This design comes from an exercise in tuning for small area, a short achievable clock period and few clock cycles on the open sky130 flow, not from production work. Where RTL was checked, it was by simulation tests only, not by an equivalence proof against the original.

==> amber <==
// wn_dot
module wn_dot #(
   parameter int unsigned NCH  = 16,
   parameter int unsigned DW   = 8,
   parameter int unsigned AW   = 4,
   parameter int unsigned ACCW = 2*DW+AW,
   parameter int unsigned OW   = DW
) (
   input  logic                     clk,
   input  logic                     xrst,
   input  logic                     start,
   input  logic [AW-1:0]            len,
   input  logic                     relu,
   output logic [AW-1:0]            x_raddr,
   input  logic signed [DW-1:0]     x_rdata,
   output logic [NCH*AW-1:0]        w_raddr,
   input  logic signed [NCH*DW-1:0] w_rdata,
   output logic [NCH*OW-1:0]        y,
   output logic                     busy,
   output logic                     finish
);
   localparam logic [ACCW-1:0] K_TERM = 20'hfab00;
   localparam int unsigned NCOPY = 8;
   localparam int unsigned SPLIT = 12;
   logic          r_busy;
   logic          r_run;       
   logic [AW-1:0] r_addr;
   logic [AW-1:0] r_len_m1;
   logic          r_relu;
   logic          r_first1;    
   logic          r_last1, r_last2;
   logic          r_finish;
   logic [ACCW-1:0] w_pre;     
   logic w_accept, w_fetch, w_last;
   assign w_accept = start & ~r_busy;
   assign w_fetch  = w_accept | r_run;
   assign w_last   = w_accept ? (len == AW'(1)) : (r_run & (r_addr == r_len_m1));
   always_ff @(posedge clk or negedge xrst) begin
      if (!xrst) begin
         r_busy   <= 1'b0;
         r_run    <= 1'b0;
         r_addr   <= '0;
         r_len_m1 <= '0;
         r_relu   <= 1'b0;
         r_first1 <= 1'b0;
         r_last1  <= 1'b0;
         r_last2  <= 1'b0;
         r_finish <= 1'b0;
      end else begin
         r_busy   <= w_accept | (r_busy & ~r_last2);
         r_run    <= w_fetch & ~w_last;
         r_addr   <= (w_fetch & ~w_last) ? r_addr + AW'(1) : '0;
         if (w_accept) begin
            r_len_m1 <= len - AW'(1);
            r_relu   <= relu;
         end
         r_first1 <= w_accept;
         r_last1  <= w_last;
         r_last2  <= r_last1;
         r_finish <= r_last2;
      end
   end
   assign w_pre = ACCW'({r_len_m1 + AW'(1) == '0, AW'(r_len_m1 + AW'(1))}) * K_TERM;
  ...
Settings: LEC_CHECK=0, ABC_AREA=1, CAP_MARGIN=20, CORE_MARGIN=2, CORE_UTILIZATION=55, PLACE_DENSITY=0.65, SETUP_SLACK_MARGIN=4.5, SLEW_MARGIN=20; clock period 8.0 ns.
standard.sh (not shown) runs the stock make flow with config.mk's settings and CLKGATE_MAP_FILE= SYNTH_SCRIPT=/design/flow/synth_recipe.tcl, a recipe that flattens the netlist after the stock synthesis.
==> flow/flow/run.sh <==
#!/bin/bash
# The standard layout (the standard.sh, synthesis included, unchanged), except that
# the port buffers are plain buffers instead of the default delay cells. Its make output
# goes to standard.log here; ORFS's own per-step logs stay under orfs/logs.
set -euo pipefail
bash standard.sh BUFFER_PORTS_ARGS="-buffer_cell sky130_fd_sc_hd__buf_2" finish > standard.log 2>&1
==> quartz (differences from amber) <==
--- a/flow/design.v
+++ b/flow/design.v
@@ -15,17 +15,17 @@
    output logic [NCH*AW-1:0]        w_raddr,
    input  logic signed [NCH*DW-1:0] w_rdata,
    output logic [NCH*OW-1:0]        y,
    output logic                     busy,
    output logic                     finish
 );
    localparam logic [ACCW-1:0] K_TERM = 20'hfab00;
    localparam int unsigned NCOPY = 8;
-   localparam int unsigned SPLIT = 12;
+   localparam int unsigned SPLIT = 10;
    logic          r_busy;
    logic          r_run;       
    logic [AW-1:0] r_addr;
    logic [AW-1:0] r_len_m1;
    logic          r_relu;
    logic          r_first1;    
    logic          r_last1, r_last2;
    logic          r_finish;
@@ -265,40 +265,40 @@
    assign s6 = (i_neg[2] ^ ((i_one[2] & i_w[3]) | (i_two[2] & i_w[2]))) ^ (i_neg[3] ^ ((i_one[3] & i_w[1]) | (i_two[3] & i_w[0])));
    assign c6 = (i_neg[2] ^ ((i_one[2] & i_w[3]) | (i_two[2] & i_w[2]))) & (i_neg[3] ^ ((i_one[3] & i_w[1]) | (i_two[3] & i_w[0])));
    assign s7 = i_acc[8] ^ (i_neg[1] ^ ((i_one[1] & i_w[6]) | (i_two[1] & i_w[5]))) ^ (i_neg[2] ^ ((i_one[2] & i_w[4]) | (i_two[2] & i_w[3])));
    assign c7 = (i_acc[8] & (i_neg[1] ^ ((i_one[1] & i_w[6]) | (i_two[1] & i_w[5])))) | (i_acc[8] & (i_neg[2] ^ ((i_one[2] & i_w[4]) | (i_two[2] & i_w[3])))) | ((i_neg[1] ^ ((i_one[1] & i_w[6]) | (i_two[1] & i_w[5]))) & (i_neg[2] ^ ((i_one[2] & i_w[4]) | (i_two[2] & i_w[3]))));
    assign s8 = (i_neg[3] ^ ((i_one[3] & i_w[2]) | (i_two[3] & i_w[1]))) ^ ~(i_neg[0] ^ ((i_one[0] & i_w[7]) | (i_two[0] & i_w[7])));
    assign c8 = (i_neg[3] ^ ((i_one[3] & i_w[2]) | (i_two[3] & i_w[1]))) & ~(i_neg[0] ^ ((i_one[0] & i_w[7]) | (i_two[0] & i_w[7])));
    assign s9 = i_acc[9] ^ (i_neg[1] ^ ((i_one[1] & i_w[7]) | (i_two[1] & i_w[6]))) ^ (i_neg[2] ^ ((i_one[2] & i_w[5]) | (i_two[2] & i_w[4])));
    assign c9 = (i_acc[9] & (i_neg[1] ^ ((i_one[1] & i_w[7]) | (i_two[1] & i_w[6])))) | (i_acc[9] & (i_neg[2] ^ ((i_one[2] & i_w[5]) | (i_two[2] & i_w[4])))) | ((i_neg[1] ^ ((i_one[1] & i_w[7]) | (i_two[1] & i_w[6]))) & (i_neg[2] ^ ((i_one[2] & i_w[5]) | (i_two[2] & i_w[4]))));
-   assign s10 = i_acc[10] ^ (i_neg[2] ^ ((i_one[2] & i_w[6]) | (i_two[2] & i_w[5])));
-   assign c10 = i_acc[10] & (i_neg[2] ^ ((i_one[2] & i_w[6]) | (i_two[2] & i_w[5])));
+   assign s10 = i_acc[10] ^ i_cs ^ (i_neg[2] ^ ((i_one[2] & i_w[6]) | (i_two[2] & i_w[5])));
+   assign c10 = (i_acc[10] & i_cs) | (i_acc[10] & (i_neg[2] ^ ((i_one[2] & i_w[6]) | (i_two[2] & i_w[5])))) | (i_cs & (i_neg[2] ^ ((i_one[2] & i_w[6]) | (i_two[2] & i_w[5]))));
    assign s11 = i_acc[2] ^ i_neg[1];
    assign c11 = i_acc[2] & i_neg[1];
    assign s12 = i_acc[3] ^ (i_neg[0] ^ ((i_one[0] & i_w[3]) | (i_two[0] & i_w[2])));
    assign c12 = i_acc[3] & (i_neg[0] ^ ((i_one[0] & i_w[3]) | (i_two[0] & i_w[2])));
    assign s13 = (i_neg[0] ^ ((i_one[0] & i_w[4]) | (i_two[0] & i_w[3]))) ^ (i_neg[1] ^ ((i_one[1] & i_w[2]) | (i_two[1] & i_w[1]))) ^ (i_neg[2] ^ (i_one[2] & i_w[0]));
    assign c13 = ((i_neg[0] ^ ((i_one[0] & i_w[4]) | (i_two[0] & i_w[3]))) & (i_neg[1] ^ ((i_one[1] & i_w[2]) | (i_two[1] & i_w[1])))) | ((i_neg[0] ^ ((i_one[0] & i_w[4]) | (i_two[0] & i_w[3]))) & (i_neg[2] ^ (i_one[2] & i_w[0]))) | ((i_neg[1] ^ ((i_one[1] & i_w[2]) | (i_two[1] & i_w[1]))) & (i_neg[2] ^ (i_one[2] & i_w[0])));
    assign s14 = c1 ^ (i_neg[1] ^ ((i_one[1] & i_w[3]) | (i_two[1] & i_w[2]))) ^ (i_neg[2] ^ ((i_one[2] & i_w[1]) | (i_two[2] & i_w[0])));
    assign c14 = (c1 & (i_neg[1] ^ ((i_one[1] & i_w[3]) | (i_two[1] & i_w[2])))) | (c1 & (i_neg[2] ^ ((i_one[2] & i_w[1]) | (i_two[2] & i_w[0])))) | ((i_neg[1] ^ ((i_one[1] & i_w[3]) | (i_two[1] & i_w[2]))) & (i_neg[2] ^ ((i_one[2] & i_w[1]) | (i_two[2] & i_w[0]))));
    assign s15 = (i_neg[3] ^ (i_one[3] & i_w[0])) ^ c2 ^ s4;
    assign c15 = ((i_neg[3] ^ (i_one[3] & i_w[0])) & c2) | ((i_neg[3] ^ (i_one[3] & i_w[0])) & s4) | (c2 & s4);
    assign s16 = c4 ^ s6 ^ c3;
    assign c16 = (c4 & s6) | (c4 & c3) | (s6 & c3);
    assign s17 = c6 ^ s8 ^ c5;
    assign c17 = (c6 & s8) | (c6 & c5) | (s8 & c5);
    assign s18 = (i_neg[3] ^ ((i_one[3] & i_w[3]) | (i_two[3] & i_w[2]))) ^ c8 ^ c7;
    assign c18 = ((i_neg[3] ^ ((i_one[3] & i_w[3]) | (i_two[3] & i_w[2]))) & c8) | ((i_neg[3] ^ ((i_one[3] & i_w[3]) | (i_two[3] & i_w[2]))) & c7) | (c8 & c7);
-   assign s19 = (i_neg[3] ^ ((i_one[3] & i_w[4]) | (i_two[3] & i_w[3]))) ^ ~(i_neg[1] ^ ((i_one[1] & i_w[7]) | (i_two[1] & i_w[7]))) ^ s10;
-   assign c19 = ((i_neg[3] ^ ((i_one[3] & i_w[4]) | (i_two[3] & i_w[3]))) & ~(i_neg[1] ^ ((i_one[1] & i_w[7]) | (i_two[1] & i_w[7])))) | ((i_neg[3] ^ ((i_one[3] & i_w[4]) | (i_two[3] & i_w[3]))) & s10) | (~(i_neg[1] ^ ((i_one[1] & i_w[7]) | (i_two[1] & i_w[7]))) & s10);
+   assign s19 = (i_neg[3] ^ ((i_one[3] & i_w[4]) | (i_two[3] & i_w[3]))) ^ ~(i_neg[1] ^ ((i_one[1] & i_w[7]) | (i_two[1] & i_w[7]))) ^ c9;
+   assign c19 = ((i_neg[3] ^ ((i_one[3] & i_w[4]) | (i_two[3] & i_w[3]))) & ~(i_neg[1] ^ ((i_one[1] & i_w[7]) | (i_two[1] & i_w[7])))) | ((i_neg[3] ^ ((i_one[3] & i_w[4]) | (i_two[3] & i_w[3]))) & c9) | (~(i_neg[1] ^ ((i_one[1] & i_w[7]) | (i_two[1] & i_w[7]))) & c9);
    assign s20 = i_acc[11] ^ (i_neg[2] ^ ((i_one[2] & i_w[7]) | (i_two[2] & i_w[6]))) ^ (i_neg[3] ^ ((i_one[3] & i_w[5]) | (i_two[3] & i_w[4])));
    assign c20 = (i_acc[11] & (i_neg[2] ^ ((i_one[2] & i_w[7]) | (i_two[2] & i_w[6])))) | (i_acc[11] & (i_neg[3] ^ ((i_one[3] & i_w[5]) | (i_two[3] & i_w[4])))) | ((i_neg[2] ^ ((i_one[2] & i_w[7]) | (i_two[2] & i_w[6]))) & (i_neg[3] ^ ((i_one[3] & i_w[5]) | (i_two[3] & i_w[4]))));
-   assign s21 = i_acc[12] ^ i_cs ^ (i_neg[3] ^ ((i_one[3] & i_w[6]) | (i_two[3] & i_w[5])));
-   assign c21 = (i_acc[12] & i_cs) | (i_acc[12] & (i_neg[3] ^ ((i_one[3] & i_w[6]) | (i_two[3] & i_w[5])))) | (i_cs & (i_neg[3] ^ ((i_one[3] & i_w[6]) | (i_two[3] & i_w[5]))));
+   assign s21 = i_acc[12] ^ (i_neg[3] ^ ((i_one[3] & i_w[6]) | (i_two[3] & i_w[5])));
+   assign c21 = i_acc[12] & (i_neg[3] ^ ((i_one[3] & i_w[6]) | (i_two[3] & i_w[5])));
    assign s22 = i_acc[0] ^ i_neg[0];
    assign c22 = i_acc[0] & i_neg[0];
    assign s23 = i_acc[1] ^ (i_neg[0] ^ ((i_one[0] & i_w[1]) | (i_two[0] & i_w[0])));
    assign c23 = i_acc[1] & (i_neg[0] ^ ((i_one[0] & i_w[1]) | (i_two[0] & i_w[0])));
    assign s24 = (i_neg[0] ^ ((i_one[0] & i_w[2]) | (i_two[0] & i_w[1]))) ^ (i_neg[1] ^ (i_one[1] & i_w[0])) ^ s11;
    assign c24 = ((i_neg[0] ^ ((i_one[0] & i_w[2]) | (i_two[0] & i_w[1]))) & (i_neg[1] ^ (i_one[1] & i_w[0]))) | ((i_neg[0] ^ ((i_one[0] & i_w[2]) | (i_two[0] & i_w[1]))) & s11) | ((i_neg[1] ^ (i_one[1] & i_w[0])) & s11);
    assign s25 = c11 ^ (i_neg[1] ^ ((i_one[1] & i_w[1]) | (i_two[1] & i_w[0]))) ^ s12;
    assign c25 = (c11 & (i_neg[1] ^ ((i_one[1] & i_w[1]) | (i_two[1] & i_w[0])))) | (c11 & s12) | ((i_neg[1] ^ ((i_one[1] & i_w[1]) | (i_two[1] & i_w[0]))) & s12);
@@ -309,24 +309,24 @@
    assign s28 = c14 ^ s3 ^ s15;
    assign c28 = (c14 & s3) | (c14 & s15) | (s3 & s15);
    assign s29 = s5 ^ c15 ^ s16;
    assign c29 = (s5 & c15) | (s5 & s16) | (c15 & s16);
    assign s30 = s7 ^ c16 ^ s17;
    assign c30 = (s7 & c16) | (s7 & s17) | (c16 & s17);
    assign s31 = s9 ^ c17 ^ s18;
    assign c31 = (s9 & c17) | (s9 & s18) | (c17 & s18);
-   assign s32 = c9 ^ s19 ^ c18;
-   assign c32 = (c9 & s19) | (c9 & c18) | (s19 & c18);
+   assign s32 = s10 ^ c18 ^ s19;
+   assign c32 = (s10 & c18) | (s10 & s19) | (c18 & s19);
    assign s33 = c10 ^ s20 ^ c19;
    assign c33 = (c10 & s20) | (c10 & c19) | (s20 & c19);
-   assign s34 = ~(i_neg[2] ^ ((i_one[2] & i_w[7]) | (i_two[2] & i_w[7]))) ^ c20 ^ s21;
-   assign c34 = (~(i_neg[2] ^ ((i_one[2] & i_w[7]) | (i_two[2] & i_w[7]))) & c20) | (~(i_neg[2] ^ ((i_one[2] & i_w[7]) | (i_two[2] & i_w[7]))) & s21) | (c20 & s21);
+   assign s34 = ~(i_neg[2] ^ ((i_one[2] & i_w[7]) | (i_two[2] & i_w[7]))) ^ s21 ^ c20;
+   assign c34 = (~(i_neg[2] ^ ((i_one[2] & i_w[7]) | (i_two[2] & i_w[7]))) & s21) | (~(i_neg[2] ^ ((i_one[2] & i_w[7]) | (i_two[2] & i_w[7]))) & c20) | (s21 & c20);
    assign s35 = i_acc[13] ^ (i_neg[3] ^ ((i_one[3] & i_w[7]) | (i_two[3] & i_w[6]))) ^ c21;
    assign c35 = (i_acc[13] & (i_neg[3] ^ ((i_one[3] & i_w[7]) | (i_two[3] & i_w[6])))) | (i_acc[13] & c21) | ((i_neg[3] ^ ((i_one[3] & i_w[7]) | (i_two[3] & i_w[6]))) & c21);
    assign s36 = i_acc[14] ^ ~(i_neg[3] ^ ((i_one[3] & i_w[7]) | (i_two[3] & i_w[7])));
    assign c36 = i_acc[14] & ~(i_neg[3] ^ ((i_one[3] & i_w[7]) | (i_two[3] & i_w[7])));
    logic [19:0] w_ra, w_rb;
-   assign w_ra = {i_acc[19], i_acc[18], i_acc[17], i_acc[16], i_acc[15], s36, c34, s34, s33, s32, c30, c29, c28, c27, c26, c25, c24, c23, c22, (i_neg[0] ^ (i_one[0] & i_w[0]))};
-   assign w_rb = {1'b0, 1'b0, 1'b0, 1'b0, c36, c35, s35, c33, c32, c31, s31, s30, s29, s28, s27, s26, s25, s24, s23, s22};
-   assign {o_cs, o_sum[11:0]} = 13'(w_ra[11:0]) + 13'(w_rb[11:0]);
-   assign o_sum[19:12] = w_ra[19:12] + w_rb[19:12];
+   assign w_ra = {i_acc[19], i_acc[18], i_acc[17], i_acc[16], i_acc[15], s36, s35, s34, s33, c31, c30, c29, c28, c27, c26, c25, c24, c23, c22, (i_neg[0] ^ (i_one[0] & i_w[0]))};
+   assign w_rb = {1'b0, 1'b0, 1'b0, 1'b0, c36, c35, c34, c33, c32, s32, s31, s30, s29, s28, s27, s26, s25, s24, s23, s22};
+   assign {o_cs, o_sum[9:0]} = 11'(w_ra[9:0]) + 11'(w_rb[9:0]);
+   assign o_sum[19:10] = w_ra[19:10] + w_rb[19:10];
 endmodule
Settings changed: CORE_UTILIZATION 55 to 40, PLACE_DENSITY 0.65 to not set, SETUP_SLACK_MARGIN 4.5 to 3.5.
==> summary.txt <==
quantity                                                            quartz                 amber
Instance count on the critical path                                      7                    16
TritonCTS Buffers                                                       70                    66
Result of the run                                           finished clean        finished clean
X dimension of the die                                              365 um                310 um
Final wirelength                                                 168000 um             212000 um
Routability cong.                                                    0.928                 0.918
Area fraction in compound gates after synthesis                      13.7%                 13.9%
Wire length of the first global-routing pass                     259000 um             291000 um
CP Data Arrival Time                                               2.90 ns               4.53 ns
Post-synthesis average cell area                                  7.66 um2              7.61 um2
Worst reg2reg path endpoint                          r_acc[11][16]$_DFF_P_  r_acc[3][10]$_DFF_P_
Fraction of layout cells with a size suffix above 1                  9.47%                 36.5%
Cell area after layout                                           57700 um2             72500 um2
Part of the cycle the worst path needs                               56.3%                 49.3%
CTS clk-pin slew, worst paths                                      0.05 ns               0.06 ns
Non-clock buffer contribution to total cell area                     4.16%                 11.5%
Met3 Resource Use GR                                                 4.41%                 9.33%
Start-to-end type of the worst setup path                          reg2out               reg2reg
Combined flip-flop and latch cell area                           10200 um2             10600 um2
Aggregate global-route resource usage                                24.9%                 39.8%
Testbench counts of amber, summed over its fixed seeds: cycles 17,126.
The RTL of quartz was laid out without a check of its function.

-- re-timing with driven ports --
Ports are ideal in the flow. The routed layouts listed here were re-timed in OpenROAD.
Step 1 assumes that a clkbuf_16 drives the clock port and a buf_2 every other input.
Step 2 adds t to the input delays and takes it off the output delays; t is the mean of the earliest and latest rising clock arrival at the registers after step 1. Input paths then give back, and output paths get back, about the clock's delay inside the block.
Slacks: no drivers / after step 1 / after step 2; pairs: no drivers / after step 1.
| run | t (ns) | setup WS [ns] | hold WS [ns] | worst data-port slew with drivers (ns) |
|---|---|---|---|---|
| amber | 0.732 | 4.057 / 4.057 / 4.057 | 0.352 / 0.352 / 0.352 | 0.15 |
| quartz | 0.748 | 3.500 / 3.421 / 3.595 | 0.348 / 0.348 / 0.348 | 0.09 |
After both steps setup and hold are still met in every run listed.
